From an optimization exercise on the open Yosys and OpenROAD flow, aimed at small area, a short achievable clock period and few clock cycles; shortcuts taken in it are not production practice.
In this exercise RTL edits were held to simulation tests only and were not proved equivalent to the original.

## flow/constraint.sdc

```tcl
create_clock -name core_clock -period 5.5 [get_ports {clk}]
set_input_delay 1.1000 -clock core_clock [delete_from_list [all_inputs] [get_ports {clk}]]
set_output_delay 1.1000 -clock core_clock [all_outputs]
set_load 0.01 [all_outputs]
```

## flow/design.v

```verilog
`timescale 1ns / 1ps
package pire_pkg;
    localparam int SAMPLE_W  = 10;
    localparam int SPAN_W    = 14;
    localparam int RATE_W    = 6;
    localparam int SPACING_W = 8;
    localparam int DEPTH_DEFAULT = 64;
    localparam int AW            = 6;
    localparam int GRP_B = 2;
    localparam int NGRP  = SAMPLE_W / GRP_B;
    localparam logic [SPACING_W-1:0] SPACING_RESET = 8'd20;
    localparam logic [RATE_W-1:0]    RATE_SAT      = 6'd63;
    function automatic logic [RATE_W-1:0] rate_of(input logic [SPAN_W-1:0] s);
        logic [RATE_W-1:0] r;
        if (s == 14'd0)
            r = RATE_SAT;
        else if (s > 14'd60)
            r = 6'd0;
        else
            r = RATE_W'(6'd60 / s[5:0]);
        rate_of = r;
    endfunction
    function automatic logic [AW-1:0] low_idx(input logic [63:0] m);
        logic [AW-1:0] r;
        r = '0;
        for (int i = 63; i >= 0; i--)
            if (m[i])
                r = AW'(i);
        low_idx = r;
    endfunction
endpackage
`timescale 1ns / 1ps
module pire_ram #(
    parameter int WIDTH = 10,
    parameter int DEPTH = 64,
    parameter int GB    = 2
) (
    input  logic                                    clk,
    input  logic                                    clr,
    input  logic [WIDTH/GB-1:0]                     we,
    input  logic [WIDTH/GB-1:0][$clog2(DEPTH)-1:0]  waddr,
    input  logic [WIDTH-1:0]                        wdata,
    output logic [DEPTH-1:0][WIDTH-1:0]             q
);
    localparam int NG = WIDTH / GB;
    logic [DEPTH-1:0][WIDTH-1:0] mem;
    always_ff @(posedge clk)
    begin
        for (int s = 0; s < DEPTH; s++)
        begin
            for (int g = 0; g < NG; g++)
            begin
                if (clr || (we[g] && waddr[g] == $clog2(DEPTH)'(s)))
                begin
                    mem[s][g*GB +: GB] <= clr ? '0 : wdata[g*GB +: GB];
                end
            end
        end
    end
    assign q = mem;
endmodule
`timescale 1ns / 1ps
module pire_rate_unit (
    input  logic                           clk,
    input  logic                           rst_n,
    input  logic                           vld,
    input  logic [pire_pkg::AW-1:0]        idx,
    input  logic [pire_pkg::AW-1:0]        head,
    input  logic                           last,
    input  logic [pire_pkg::SPACING_W-1:0] spacing,
    output logic [20:0]                    result,
    output logic                           result_valid
);
    logic                        s1_vld_reg, s2_vld_reg, out_vld_reg;
    logic                        s1_last_reg, s2_last_reg;
    logic [pire_pkg::AW-1:0]     s1_gap_reg;
    logic [pire_pkg::SPAN_W-1:0] s2_span_reg;
    logic [20:0]                 out_reg;
    always_ff @(posedge clk or negedge rst_n)
    begin
        if (!rst_n)
        begin
            s1_vld_reg  <= 1'b0;
            s2_vld_reg  <= 1'b0;
            out_vld_reg <= 1'b0;
        end
        else
        begin
            s1_vld_reg  <= vld;
            s2_vld_reg  <= s1_vld_reg;
            out_vld_reg <= s2_vld_reg;
        end
    end
    always_ff @(posedge clk)
    begin
        s1_gap_reg  <= idx - head;
        s1_last_reg <= last;
        s2_span_reg <= pire_pkg::SPAN_W'(s1_gap_reg) * pire_pkg::SPAN_W'(spacing);
        s2_last_reg <= s1_last_reg;
        out_reg     <= {s2_span_reg, pire_pkg::rate_of(s2_span_reg), s2_last_reg};
    end
    assign result       = out_reg;
    assign result_valid = out_vld_reg;
endmodule
`timescale 1ns / 1ps
module peak_interval_rate_estimator #(
    parameter int DEPTH = pire_pkg::DEPTH_DEFAULT
) (
    input  logic                           clk,
    input  logic                           rst_n,
    input  logic                           start,
    output logic                           busy,
    input  logic [10:0]                    cmd,
    output logic [20:0]                    result,
    output logic                           result_valid,
    input  logic                           cfg_valid,
    output logic                           cfg_ready,
    input  logic [pire_pkg::SPACING_W-1:0] cfg_data
);
    localparam int AW   = pire_pkg::AW;
    localparam int W    = pire_pkg::SAMPLE_W;
    localparam int GB   = pire_pkg::GRP_B;
    localparam int NG   = pire_pkg::NGRP;
    localparam int CAP  = 2;
    localparam int CNTW = 3;
    logic        cr_v;
    logic [10:0] cr_cmd;
    logic        cr_push, cr_eval, eval_go;
    logic [CNTW-1:0] cnt;            
    logic                        clr;
    logic [AW-1:0]               wpos;
    logic [NG-1:0]               wq_v;
    logic [NG-1:0][AW-1:0]       wq_a;
    logic [NG-1:0][W-1:0]        wq_d;
    logic [NG-1:0]               r_we;
    logic [NG-1:0][AW-1:0]       r_wa;
    logic [W-1:0]                r_wd;
    logic [DEPTH-1:0][W-1:0]     ring;
    logic [NG:0]                 sv;
    logic [NG:0][DEPTH-1:0]      sm;
    logic             p_v;
    logic [DEPTH-1:0] p_m;
    logic             w_act;
    logic [DEPTH-1:0] w_m;
    logic [AW-1:0]    w_head;
    logic             w_done, w_load;
    logic             e_v;
    logic [AW-1:0]    e_i;
    logic [pire_pkg::SPACING_W-1:0] spacing_reg;
    assign cfg_ready = 1'b1;
    assign cr_push   = cr_v && !cr_cmd[10];
    assign cr_eval   = cr_v && cr_cmd[10];
    assign eval_go   = cr_eval && (cnt < CNTW'(CAP));
    assign busy      = cr_eval && !(cnt < CNTW'(CAP));
    always_ff @(posedge clk or negedge rst_n)
    begin
        if (!rst_n)
            cr_v <= 1'b0;
        else if (!busy)
            cr_v <= start;
    end
    always_ff @(posedge clk)
    begin
        if (!busy)
            cr_cmd <= cmd;
    end
    always_comb
    begin
        r_we = '0;
        r_wa = '0;
        r_wd = '0;
        for (int g = 0; g < NG; g++)
        begin
            r_we[NG-1-g]                = (g == 0) ? cr_push : wq_v[g];
            r_wa[NG-1-g]                = (g == 0) ? wpos : wq_a[g];
            r_wd[(NG-1-g)*GB +: GB]     = (g == 0) ? cr_cmd[(NG-1-g)*GB +: GB]
                                                   : wq_d[g][(NG-1-g)*GB +: GB];
        end
    end
    always_ff @(posedge clk or negedge rst_n)
    begin
        if (!rst_n)
        begin
            clr  <= 1'b1;
            wpos <= '0;
            wq_v <= '0;
        end
        else
        begin
            clr     <= 1'b0;
            wq_v[0] <= 1'b0;
            wq_v[1] <= cr_push;
            for (int g = 2; g < NG; g++)
                wq_v[g] <= wq_v[g-1];
            if (cr_push)
                wpos <= wpos + AW'(1);
        end
    end
    always_ff @(posedge clk)
    begin
        wq_a[0] <= '0;
        wq_d[0] <= '0;
        wq_a[1] <= wpos;
        wq_d[1] <= cr_cmd[W-1:0];
        for (int g = 2; g < NG; g++)
        begin
            wq_a[g] <= wq_a[g-1];
            wq_d[g] <= wq_d[g-1];
        end
    end
    pire_ram #(
        .WIDTH (W),
        .DEPTH (DEPTH),
        .GB    (GB)
    ) u_store (
        .clk   (clk),
        .clr   (clr),
        .we    (r_we),
        .waddr (r_wa),
        .wdata (r_wd),
        .q     (ring)
    );
    logic [NG-1:0][DEPTH-1:0] s_in, s_out;
    always_comb
    begin
        for (int g = 0; g < NG; g++)
        begin
            logic [DEPTH-1:0] c, hi, lo;
            logic a, b, d, pl;
            int   hb;
            hb = W - 1 - g * GB;
            c  = (g == 0) ? '1 : sm[g];
            for (int s = 0; s < DEPTH; s++)
            begin
                hi[s] = ring[s][hb];
                lo[s] = ring[s][hb-1];
            end
            a  = |(c & hi);
            b  = |(c & hi & lo);
            d  = |(c & lo);
            pl = a ? b : d;
            s_in[g]  = c;
            s_out[g] = c & (hi | {DEPTH{!a}}) & (lo | {DEPTH{!pl}});
        end
    end
    always_ff @(posedge clk or negedge rst_n)
    begin
        if (!rst_n)
            sv <= '0;
        else
        begin
            sv[0] <= 1'b0;
            sv[1] <= eval_go;
            for (int g = 2; g <= NG; g++)
                sv[g] <= sv[g-1];
        end
    end
    always_ff @(posedge clk)
    begin
        sm[0] <= '0;
        for (int g = 1; g <= NG; g++)
            sm[g] <= s_out[g-1];
    end
    assign w_done = w_act && (w_m == '0);
    assign w_load = p_v && (!w_act || w_done);
    always_ff @(posedge clk or negedge rst_n)
    begin
        if (!rst_n)
        begin
            cnt   <= '0;
            p_v   <= 1'b0;
            w_act <= 1'b0;
            e_v   <= 1'b0;
        end
        else
        begin
            cnt   <= cnt + CNTW'(eval_go) - CNTW'(w_done);
            p_v   <= sv[NG] || (p_v && !w_load);
            if (w_load)
                w_act <= 1'b1;
            else if (w_done)
                w_act <= 1'b0;
            e_v   <= w_act && (w_m != '0);
        end
    end
    always_ff @(posedge clk)
    begin
        if (sv[NG])
            p_m <= sm[NG];
        if (w_load)
        begin
            w_head <= pire_pkg::low_idx(p_m);
            w_m    <= p_m & (p_m - DEPTH'(1));
        end
        else if (w_act)
        begin
            w_m    <= w_m & (w_m - DEPTH'(1));
        end
        e_i <= pire_pkg::low_idx(w_m);
    end
    always_ff @(posedge clk or negedge rst_n)
    begin
        if (!rst_n)
            spacing_reg <= pire_pkg::SPACING_RESET;
        else if (cfg_valid)
            spacing_reg <= cfg_data;
    end
    pire_rate_unit u_rate (
        .clk          (clk),
        .rst_n        (rst_n),
        .vld          (e_v),
        .idx          (e_i),
        .head         (w_head),
        .last         (w_m == '0),
        .spacing      (spacing_reg),
        .result       (result),
        .result_valid (result_valid)
    );
endmodule
```

## flow/config.mk

```make
export PLATFORM = sky130hd
export DESIGN_NAME = peak_interval_rate_estimator
export DESIGN_NICKNAME = peak_interval_rate_estimator
export VERILOG_FILES = /design/flow/design.v
export SDC_FILE = /design/flow/constraint.sdc
export NUM_CORES = 4
export LEC_CHECK = 0
export CAP_MARGIN = 20
export CORE_MARGIN = 2
export CORE_UTILIZATION = 40
export SLEW_MARGIN = 20
```

## flow/run.sh

```bash
#!/bin/bash
# synth_recipe.tcl (not shown) runs the flow's synth.tcl, then flattens the netlist and writes it again
# the make line also repeats each setting of config.mk as NAME=value (left out here)
make -C /OpenROAD-flow-scripts/flow DESIGN_CONFIG=/design/flow/config.mk WORK_HOME=/design/flow/orfs CLKGATE_MAP_FILE= SYNTH_SCRIPT=/design/flow/synth_recipe.tcl finish
```

==> run notes <==
==> cell type report <==
| cell class | instances | share of cell area, % |
|---|---|---|
| Clock buffer | 189 | 6.71 |
| Clock inverter | 60 | 1.01 |
| Timing Repair Buffer | 140 | 2.07 |
| Inverter | 85 | 0.559 |
| Antenna cell | 1 | 0.00431 |
| Sequential cell | 1231 | 56.3 |
| Multi-Input combinational cell | 2322 | 29.8 |
| Tap cell | 1650 | 3.56 |
==> report_power, final <==
group | switching, uW | internal, uW | total (uW)
clock | 3820 | 5200 | 9020
combinational | 6030 | 3350 | 9380
sequential | 1630 | 11500 | 13100
total | 11500 | 20100 | 31500
==> synth_stat cells (59+ instances only) <==
master / instances
o21ai_0: 111
clkbuf_1: 140
a221oi_1: 112
a22o_1: 110
inv_1: 84
nand4_1: 123
o22a_1: 64
o221a_2: 257
edfxtp_1: 784
nor4_1: 87
nand2_1: 123
a22oi_1: 68
o21bai_1: 144
nor3_1: 59
dfxtp_1: 413
nand3_1: 346
a21o_1: 186
nor2_1: 103
==> worst min path at each step <==
stage                      end  slack (ps)  depth (start not counted)
2_1_floorplan  r_wd[0]$_DFF_P_         310                          0
3_3_place_gp   r_wd[2]$_DFF_P_         310                          0
3_5_place_dp   r_wd[4]$_DFF_P_         310                          0
4_1_cts        r_wd[4]$_DFF_P_         330                          0
5_1_grt        r_wd[3]$_DFF_P_         340                          0
6_report       r_wd[4]$_DFF_P_         330                          0
==> critical path, delay by kind of cell (launching register included) <==
family / cells / cell delay (ps)
muxes: 2 / 660
buffers and inverters: 2 / 230
DFF: 1 / 330
adders and majority gates: 5 / 1220
and+or+nand+nor: 8 / 1080
AOI/OAI and AO/OA: 13 / 1970
==> per-layer routing <==
| layer | track usage [%] | up-vias | share of wire [%] |
|---|---|---|---|
| met2 | 40.1 | 2382 | 44 |
| met3 | 5.35 | 502 | 9.8 |
| li1 | - | 15699 | - |
| met5 | 0 | - | 0.028 |
| met4 | 13.8 | 8 | 5.8 |
| met1 | 35.8 | 18526 | 40 |
==> repair_timing <==
item | CTS | global route
setup endpoints to repair | 1 | 1
resized for setup | 16 | 3
buffers inserted | 15 | 0
pin swaps | 20 | 0
==> per-stage QoR <==
step | setup TNS, ps | std cells | cell area, sq um
global route | -491 | 5677 | 58000
floorplan | -250 | 3786 | 50600
finish | -107 | 5678 | 58000
global placement | -539 | 5411 | 53300
CTS | -202 | 5676 | 58000
detailed placement | -536 | 5412 | 53300
==> placed cells by master (no fill, tap or decap), types with 19 or more instances in the layout <==
cell / netlist / layout
a21oi_1: 42 / 41
clkbuf_1: 140 / 29
xnor2_1: 19 / 19
edfxtp_1: 784 / 784
a221oi_1: 112 / 112
nor3_1: 59 / 57
nand3_1: 346 / 346
nand4_1: 123 / 123
or4_1: 20 / 20
dfrtp_1: 31 / 30
or2_2: 34 / 34
nand2_1: 123 / 121
nand2b_1: 22 / 22
a22oi_1: 68 / 68
clkdlybuf4s50_1: 0 / 44
clkbuf_16: 0 / 141
fa_1: 27 / 27
nor4_1: 87 / 82
o211ai_1: 28 / 28
and2_1: 19 / 19
a21o_1: 186 / 186
ha_1: 48 / 38
o22a_1: 64 / 64
dfxtp_1: 413 / 411
a22o_1: 110 / 110
buf_4: 1 / 93
inv_1: 84 / 83
clkinv_2: 0 / 20
o21ai_0: 111 / 109
o221a_2: 257 / 257
o21bai_1: 144 / 143
nor2_1: 103 / 101
==> cells by family after synthesis <==
kind of cell    after synthesis  synth area share [%]
fa+ha+maj                    75                  2.26
flops                      1231                  64.8
compound gates             1197                  19.8
simple gates               1005                  10.6
other cells                   2                0.0149
buf+inv                     233                  1.78
xor+xnor                     26                 0.452
mux                          17                 0.377
==> results.ini <==
[outcome]
status=finished with violations
violations=setup timing

[finish]
reg.largest.list=u_store.mem: 640 flops, sm: 320 flops, p_m: 64 flops
seqCellArea_sq_um=32700
layout.nets=4012
multiInputGateArea_sq_um=17300
largest_register_ffs=640
layout-drive-gt1-share_pct=17.1
fill_cells=11080
area_growth_pct=15.0
regMostFlops=u_store.mem
final_core_utilization_pct=46.3

[critical_path]
crit-reg2reg-launch=u_rate.s2_span_reg[5]$_DFF_P_
rrSetupSlack_ps=-110
critPathCapture=u_rate.out_reg[1]$_SDFF_PN1_
cp_data_arrival_time_ps=6250
cp_common_cell=ha_4
crit_slowest_cell=mux2_4
crit_fanout=4
critPathKind=flop to flop
slowest_delay_ps=340
endpoint_kind=flop
cp-start-kind=flop
worstReg2RegEnd=u_rate.out_reg[1]$_SDFF_PN1_
reg2reg_depth=30
crit_required_ps=6150
critPathLaunch=u_rate.s2_span_reg[5]$_DFF_P_

[yosys]
yosysSeqAreaShare_pct=64.8
yosysTopAreaCellShare_pct=46.7
postSynthAreaPerCell_sq_um=13.3
ys_ff_latch=1231
syn_nets=3884
ys.flop_type=edfxtp_1
synth_area_leaders=edfxtp_1 (47%), dfxtp_1 (16%), o221a_2 (5.7%)
yosysTopAreaCell=edfxtp_1
synth_cell_types=79
synth_area_sq_um=50400
yosys_warnings=3
synthCells=3786
synthArstFlopShare_pct=2.76
synth_edf_count=784

[place]
dp_hpwl_mm=128
pre_cts_slack_ps=-536
gp_congestion=1.01
io_buffers=45

[job]
cap_violations=0

[timing]
whs_ps=325
slew_violations=0
period_needed_ps=5610
final-setup-viol-count=1
hold_viol=0
relSlewSlack_pct=24.9
fmax_ghz=0.178
worst_slack_ps=-107
period_share_pct=102
finClkSkew_ps=25.1
worst_pin_slew_ps=1120
rsz0062_at_grt=true

[die]
dieArea_sq_um=129000
placementRows=130
io_pins=47
die_h_microns=359
die_width_microns=359
initial_core_util_pct=40.2
core_area_sq_um=125000

[global_routing]
antenna_found_initial=9
grt_start_max_net_pins=82
grt_pass1_vias=35209
track_usage_pct=26.4
grt.overflow.total=0
grt_pass1_wl_mm=249

[route]
first_iter_violations=5811
vias=37117
wl_mm=175
vias_per_cell=6.54
drc=0
drt.antenna.violating_nets=0
drtPass1Iterations=7
avgRoutedWirePerCell_microns=30.9

[power_and_ir_drop]
power_uw=31500
leakage_uw=0.0218
p_per_area_nw_per_um2=543
vdd_drop_max_mv=0.408

[hold_path]
min_path_type=flop to flop
min_from=wq_d[14]$_DFF_P_

[clocking]
cts_inserted_buffers=134
htreeDepth=4
clock_sinks=1231
cts.clk_slew.worst_paths_ps=50
clockBufferDepth=3
cts_tree=yes
clock-root-buffer=clkbuf_16
cts_hold_buf=0
clk_latency_ps=750

Testbench counts, summed over its fixed seeds: cycles 8,109.

==> afterwards: timing with drivers on the ports <==
The results above use ideal ports. As a check the final layout listed here was re-extracted and re-timed, cells and wires unchanged.
Step 1 assumes that a clkbuf_16 drives the clock port and a buf_2 every other input.
Step 2 times the ports against the registers' clock, not the clock port: input delays grow and output delays shrink by t, the midpoint of the rising clock arrivals with the driver on.
Slacks: ideal / step 1 / step 2; pairs: ideal / step 1.
t (ns): 0.817
setup slack, ns: -0.107 / -0.107 / -0.107
hold WS [ns]: 0.325 / 0.325 / 0.325
clock arrival spread, ns: 0.028 / 0.027
cell pins on the clock port's net: 1
For this run, drivers alone change the setup slack by 0.000 ns; drivers and shift together by 0.000 ns.
